This design comes from an exercise in tuning for small area and a short achievable clock period on the open sky130 flow, not from production work.
Where RTL was checked, it was by simulation tests only, not by an equivalence proof against the original.
Power figures rest on the tool's default switching activity, not on a simulated workload.

==> run a: inputs <==
==> flow/design.v (excerpt) <==
module out_port_arbiter_s #(
    parameter int DEPTH = 8,
    parameter int PW    = 64
) (
    input  logic          clk,
    input  logic          reset,
    input  logic          N_req,
    input  logic [PW-1:0] N_packet,
    input  logic          E_req,
    input  logic [PW-1:0] E_packet,
    input  logic          W_req,
    input  logic [PW-1:0] W_packet,
    input  logic          PE_req,
    input  logic [PW-1:0] PE_packet,
    output logic          full_N,
    output logic          full_E,
    output logic          full_W,
    output logic          full_PE,
    output logic [PW-1:0] out_packet,
    output logic          out_wr,
    input  logic          down_full,
    output logic          err_overflow
);
==> module out_port_arbiter_s, before the edit <==
module out_port_arbiter_s #(
    parameter int DEPTH = 8,
    parameter int PW    = 64
) (
    input  logic          clk,
    input  logic          reset,
    input  logic          N_req,
    input  logic [PW-1:0] N_packet,
    input  logic          E_req,
    input  logic [PW-1:0] E_packet,
    input  logic          W_req,
    input  logic [PW-1:0] W_packet,
    input  logic          PE_req,
    input  logic [PW-1:0] PE_packet,
    output logic          full_N,
    output logic          full_E,
    output logic          full_W,
    output logic          full_PE,
    output logic [PW-1:0] out_packet,
    output logic          out_wr,
    input  logic          down_full,
    output logic          err_overflow
);
    localparam int AW = $clog2(DEPTH);
    localparam int CW = $clog2(DEPTH + 1);
    logic [PW-1:0] r_mem [DEPTH];
    logic [AW-1:0] r_rd_ptr;
    logic [AW-1:0] r_wr_ptr;
    logic [CW-1:0] r_count;
    logic          r_full;
    logic          r_err;
    logic [3:0]    w_req;
    logic [3:0]    w_acc;
    logic [PW-1:0] w_pkt  [4];
    logic [2:0]    w_off  [4];
    logic [AW-1:0] w_slot [4];
    logic [2:0]    w_nw;
    logic          w_rd;
    logic [CW-1:0] w_count_next;
    logic          w_full_next;
    assign w_req    = {PE_req, W_req, E_req, N_req};
    assign w_pkt[0] = N_packet;
    assign w_pkt[1] = E_packet;
    assign w_pkt[2] = W_packet;
    assign w_pkt[3] = PE_packet;
    generate
        for (genvar gi = 0; gi < 4; gi++) begin : g_lane
            assign w_acc[gi]  = w_req[gi] & ~r_full;
            assign w_slot[gi] = r_wr_ptr + AW'(w_off[gi]);
        end
    endgenerate
    always_comb begin
        w_nw = 3'd0;
        for (int i = 0; i < 4; i++) begin
            w_off[i] = w_nw;
            w_nw     = w_nw + {2'b00, w_acc[i]};
        end
    end
    assign w_rd         = (r_count != '0) && !down_full;
    assign w_count_next = r_count + CW'(w_nw) - CW'(w_rd);
    assign w_full_next  = (w_count_next > CW'(DEPTH - 4));
    always_ff @(posedge clk) begin
        for (int i = 0; i < 4; i++) begin
            if (w_acc[i]) begin
                r_mem[w_slot[i]] <= w_pkt[i];
            end
        end
    end
    always_ff @(posedge clk) begin
        if (!reset) begin
            r_rd_ptr <= '0;
            r_wr_ptr <= '0;
            r_count  <= '0;
            r_full   <= 1'b0;
            r_err    <= 1'b0;
        end else begin
            r_wr_ptr <= r_wr_ptr + AW'(w_nw);
            if (w_rd) begin
                r_rd_ptr <= r_rd_ptr + AW'(1);
            end
            r_count <= w_count_next;
            r_full  <= w_full_next;
            if ((w_req & {4{r_full}}) != 4'b0000) begin
                r_err <= 1'b1;
            end
        end
    end
    assign full_N       = r_full;
    assign full_E       = r_full;
    assign full_W       = r_full;
    assign full_PE      = r_full;
    assign out_packet   = r_mem[r_rd_ptr];
    assign out_wr       = w_rd;
    assign err_overflow = r_err;
endmodule
==> flow/config.mk <==
export PLATFORM = sky130hd
export DESIGN_NAME = out_port_arbiter_s
export DESIGN_NICKNAME = out_port_arbiter_s
export VERILOG_FILES = /design/flow/design.v
export SDC_FILE = /design/flow/constraint.sdc
export NUM_CORES = 4
export LEC_CHECK = 0
export CAP_MARGIN = 20
export CORE_MARGIN = 2
export CORE_UTILIZATION = 40
export PLACE_DENSITY = 0.6
export SLEW_MARGIN = 20
==> flow/constraint.sdc <==
create_clock -name core_clock -period 5.0 [get_ports {clk}]
set_input_delay 1.0000 -clock core_clock [delete_from_list [all_inputs] [get_ports {clk}]]
set_output_delay 1.0000 -clock core_clock [all_outputs]
set_load 0.01 [all_outputs]
run.sh (not shown) runs the stock make flow with config.mk's settings and CLKGATE_MAP_FILE= SYNTH_SCRIPT=/design/flow/synth_recipe.tcl, a recipe that flattens the netlist after the stock synthesis.
==> inputs of run b, as changes to run a <==
==> flow/design.v (replaced) <==
module out_port_arbiter_s #(
    parameter int DEPTH = 8,
    parameter int PW    = 64
) (
    input  logic          clk,
    input  logic          reset,
    input  logic          N_req,
    input  logic [PW-1:0] N_packet,
    input  logic          E_req,
    input  logic [PW-1:0] E_packet,
    input  logic          W_req,
    input  logic [PW-1:0] W_packet,
    input  logic          PE_req,
    input  logic [PW-1:0] PE_packet,
    output logic          full_N,
    output logic          full_E,
    output logic          full_W,
    output logic          full_PE,
    output logic [PW-1:0] out_packet,
    output logic          out_wr,
    input  logic          down_full,
    output logic          err_overflow
);
    logic [PW-1:0] r_mem [8];
    logic [2:0]    r_wr_ptr;
    logic [7:0]    r_rd_oh;
    logic [3:0]    r_count;
    logic          r_full;
    logic          r_err;
    logic [3:0]    w_req;
    logic [PW-1:0] w_pkt  [4];
    logic [1:0]    w_off  [4];
    logic [2:0]    w_nw;
    logic [3:0]    w_dsel [4];    
    logic [PW-1:0] w_bank [4];
    logic [7:0]    w_we;
    logic          w_rd;
    logic [3:0]    w_count_next;
    assign w_req    = {PE_req, W_req, E_req, N_req};
    assign w_pkt[0] = N_packet;
    assign w_pkt[1] = E_packet;
    assign w_pkt[2] = W_packet;
    assign w_pkt[3] = PE_packet;
    assign w_off[0] = 2'd0;
    assign w_off[1] = {1'b0, w_req[0]};
    assign w_off[2] = {w_req[0] & w_req[1], w_req[0] ^ w_req[1]};
    assign w_off[3] = {(w_req[0] & w_req[1]) | (w_req[2] & (w_req[0] | w_req[1])),
                       w_req[0] ^ w_req[1] ^ w_req[2]};
    assign w_nw = r_full ? 3'd0 : 3'({2'b00, w_req[0]} + {2'b00, w_req[1]} +
                                     {2'b00, w_req[2]} + {2'b00, w_req[3]});
    always_comb begin
        for (int b = 0; b < 4; b++) begin
            for (int k = 0; k < 4; k++) begin
                w_dsel[b][k] = w_req[k] && (2'(r_wr_ptr[1:0] + w_off[k]) == 2'(b));
            end
        end
    end
    generate
        for (genvar b = 0; b < 4; b++) begin : g_bank
            assign w_bank[b] = ({PW{w_dsel[b][0]}} & w_pkt[0]) |
                               ({PW{w_dsel[b][1]}} & w_pkt[1]) |
                               ({PW{w_dsel[b][2]}} & w_pkt[2]) |
                               ({PW{w_dsel[b][3]}} & w_pkt[3]);
        end
    endgenerate
    always_comb begin
        for (int s = 0; s < 8; s++) begin
            w_we[s] = (3'(3'(s) - r_wr_ptr) < w_nw);
        end
    end
    always_ff @(posedge clk) begin
        for (int s = 0; s < 8; s++) begin
            if (w_we[s]) begin
                r_mem[s] <= w_bank[s % 4];
            end
        end
    end
    assign w_rd         = (r_count != 4'd0) && !down_full;
    assign w_count_next = r_count + 4'(w_nw) - 4'(w_rd);
    always_ff @(posedge clk) begin
        if (!reset) begin
            r_rd_oh  <= 8'd1;
            r_wr_ptr <= '0;
            r_count  <= '0;
            r_full   <= 1'b0;
            r_err    <= 1'b0;
        end else begin
            r_wr_ptr <= r_wr_ptr + w_nw;
            if (w_rd) begin
                r_rd_oh <= {r_rd_oh[6:0], r_rd_oh[7]};
            end
            r_count <= w_count_next;
            r_full  <= (w_count_next > 4'd4);
            if ((w_req & {4{r_full}}) != 4'b0000) begin
                r_err <= 1'b1;
            end
        end
    end
    always_comb begin
        out_packet = '0;
        for (int s = 0; s < 8; s++) begin
            out_packet = out_packet | ({PW{r_rd_oh[s]}} & r_mem[s]);
        end
    end
    assign full_N       = r_full;
    assign full_E       = r_full;
    assign full_W       = r_full;
    assign full_PE      = r_full;
    assign out_wr       = w_rd;
    assign err_overflow = r_err;
endmodule
==> inputs of run c, as changes to run a <==
==> flow/design.v (replaced) <==
module opa_s_steer_bit (
    input  logic [3:0] sel,
    input  logic [3:0] d,
    output logic       y
);
    assign y = |(sel & d);
endmodule
module opa_s_read_bit (
    input  logic [7:0] sel,
    input  logic [7:0] d,
    output logic       y
);
    assign y = |(sel & d);
endmodule
module out_port_arbiter_s #(
    parameter int DEPTH = 8,
    parameter int PW    = 64
) (
    input  logic          clk,
    input  logic          reset,
    input  logic          N_req,
    input  logic [PW-1:0] N_packet,
    input  logic          E_req,
    input  logic [PW-1:0] E_packet,
    input  logic          W_req,
    input  logic [PW-1:0] W_packet,
    input  logic          PE_req,
    input  logic [PW-1:0] PE_packet,
    output logic          full_N,
    output logic          full_E,
    output logic          full_W,
    output logic          full_PE,
    output logic [PW-1:0] out_packet,
    output logic          out_wr,
    input  logic          down_full,
    output logic          err_overflow
);
    logic [PW-1:0] r_mem [8];
    logic [2:0]    r_wr_ptr;
    logic [7:0]    r_rd_oh;
    logic [3:0]    r_count;
    logic          r_ne;
    logic          r_full;
    logic          r_err;
    logic [3:0]    w_req;
    logic [1:0]    w_off  [4];
    logic [2:0]    w_nw;
    logic [3:0]    w_dsel [4];    
    logic [PW-1:0] w_bank [4];
    logic [7:0]    w_we;
    logic          w_rd;
    logic [3:0]    w_count_next;
    assign w_req = {PE_req, W_req, E_req, N_req};
    assign w_off[0] = 2'd0;
    assign w_off[1] = {1'b0, w_req[0]};
    assign w_off[2] = {w_req[0] & w_req[1], w_req[0] ^ w_req[1]};
    assign w_off[3] = {(w_req[0] & w_req[1]) | (w_req[2] & (w_req[0] | w_req[1])),
                       w_req[0] ^ w_req[1] ^ w_req[2]};
    assign w_nw = r_full ? 3'd0 : 3'({2'b00, w_req[0]} + {2'b00, w_req[1]} +
                                     {2'b00, w_req[2]} + {2'b00, w_req[3]});
    always_comb begin
        for (int b = 0; b < 4; b++) begin
            for (int k = 0; k < 4; k++) begin
                w_dsel[b][k] = w_req[k] && (2'(r_wr_ptr[1:0] + w_off[k]) == 2'(b));
            end
        end
    end
    generate
        for (genvar b = 0; b < 4; b++) begin : g_bank
            for (genvar i = 0; i < PW; i++) begin : g_bit
                opa_s_steer_bit u_steer (
                    .sel (w_dsel[b]),
                    .d   ({PE_packet[i], W_packet[i], E_packet[i], N_packet[i]}),
                    .y   (w_bank[b][i])
                );
            end
        end
    endgenerate
    always_comb begin
        for (int s = 0; s < 8; s++) begin
            w_we[s] = (3'(3'(s) - r_wr_ptr) < w_nw);
        end
    end
    always_ff @(posedge clk) begin
        for (int s = 0; s < 8; s++) begin
            if (w_we[s]) begin
                r_mem[s] <= w_bank[s % 4];
            end
        end
    end
    assign w_rd         = r_ne && !down_full;
    assign w_count_next = r_count + 4'(w_nw) - 4'(w_rd);
    always_ff @(posedge clk) begin
        if (!reset) begin
            r_rd_oh  <= 8'd1;
            r_wr_ptr <= '0;
            r_count  <= '0;
            r_ne     <= 1'b0;
            r_full   <= 1'b0;
            r_err    <= 1'b0;
        end else begin
            r_wr_ptr <= r_wr_ptr + w_nw;
            if (w_rd) begin
                r_rd_oh <= {r_rd_oh[6:0], r_rd_oh[7]};
            end
            r_count <= w_count_next;
            r_ne    <= (w_count_next != 4'd0);
            r_full  <= (w_count_next > 4'd4);
            if ((w_req & {4{r_full}}) != 4'b0000) begin
                r_err <= 1'b1;
            end
        end
    end
    generate
        for (genvar i = 0; i < PW; i++) begin : g_out
            opa_s_read_bit u_read (
                .sel (r_rd_oh),
                .d   ({r_mem[7][i], r_mem[6][i], r_mem[5][i], r_mem[4][i],
                       r_mem[3][i], r_mem[2][i], r_mem[1][i], r_mem[0][i]}),
                .y   (out_packet[i])
            );
        end
    endgenerate
    assign full_N       = r_full;
    assign full_E       = r_full;
    assign full_W       = r_full;
    assign full_PE      = r_full;
    assign out_wr       = w_rd;
    assign err_overflow = r_err;
endmodule
--- a/flow/config.mk
+++ b/flow/config.mk
@@ -9,4 +9,6 @@
 export CORE_MARGIN = 2
-export CORE_UTILIZATION = 40
-export PLACE_DENSITY = 0.6
+export CORE_UTILIZATION = 60
+export CTS_BUF_LIST = sky130_fd_sc_hd__clkbuf_4 sky130_fd_sc_hd__clkbuf_8
+export PLACE_DENSITY = 0.7
 export SLEW_MARGIN = 20
+export SYNTH_HIERARCHICAL = 1
==> qor summary <==
Number of cells traversed by the worst register-to-register path: run c 6; run b 5; run a 8
Total number of vias: run c 20857; run b 21823; run a 35327
Timing startpoint of the critical path: run c N_req; run b r_rd_oh[2]$_SDFFE_PN0P_; run a E_req
Hold Worst Slack: run c 478.1 ps; run b 454.1 ps; run a 478.8 ps
Share of the core filled with cells: run c 0.7630; run b 0.4967; run a 0.4723
Worst path required time: run c 5470 ps; run b 4000 ps; run a 5300 ps
Outcome: run c finished clean; run b finished clean; run a finished clean
Post-Synthesis Cell Area: run c 0.02400 mm2; run b 0.02612 mm2; run a 0.03689 mm2
Share of synthesized area occupied by flip-flops and latches: run c 0.6556; run b 0.6016; run a 0.4249
Unique cell type count in the Yosys netlist: run c 27; run b 44; run a 48
Top power group: run c registers; run b combinational logic; run a combinational logic
Period utilization: run c 0.8459; run b 0.7851; run a 0.8486
Clk root buf: run c clkbuf_8; run b clkbuf_16; run a clkbuf_16
GRT Resource Usage Total: run c 0.4049; run b 0.2871; run a 0.3294
Number of signal-net inverters in the final layout: run c 22; run b 24; run a 14
Pin count of the biggest net entering global routing: run c 65; run b 111; run a 85
Compound-cell area share of the yosys netlist: run c 0.2463; run b 0.2563; run a 0.2284
Relative area of clock buffers and inverters in the final design: run c 0.05291; run b 0.05237; run a 0.04800
Simple-gate share of the synthesized area: run c 0.06704; run b 0.07563; run a 0.1610
Logic gate share of total power: run c 0.400; run b 0.437; run a 0.498
Number of buffers outside the clock class in the layout: run c 375; run b 388; run a 472
Routability congestion estimate: run c 0.8547; run b 0.8589; run a 0.8446
Function not checked in run b and run c: the RTL went through the layout flow alone.

afterwards: timing with drivers on the ports:
The flow's constraints put no driver on any port. The routed layouts listed below were extracted and timed again, unchanged, in two steps. Step 1 (the two cells are an assumption about what drives the block):
set clk [get_ports {clk}]
set_driving_cell -lib_cell sky130_fd_sc_hd__clkbuf_16 $clk
set_driving_cell -lib_cell sky130_fd_sc_hd__buf_2 [delete_from_list [all_inputs] $clk]
Step 2, shift: input delay + t, output delay - t, t = (earliest + latest rising clock arrival at the registers) / 2. This alone moves slack from input paths to output paths. a / b / c = ideal / step 1 / step 2; a / b = the first two.
run	t, ns	setup WS [ns]	worst register clock-pin slew, ns
run a	0.732	0.757 / 0.788 / 0.071	0.07 / 0.07
run b	0.661	1.075 / 1.012 / 0.546	0.06 / 0.06
run c	0.685	0.770 / 0.758 / 0.115	0.07 / 0.07
After both steps setup and hold are still met in every run listed. The setup slack of run a, which loses most, moves by +0.031 ns with the drivers and by -0.686 ns with both steps.
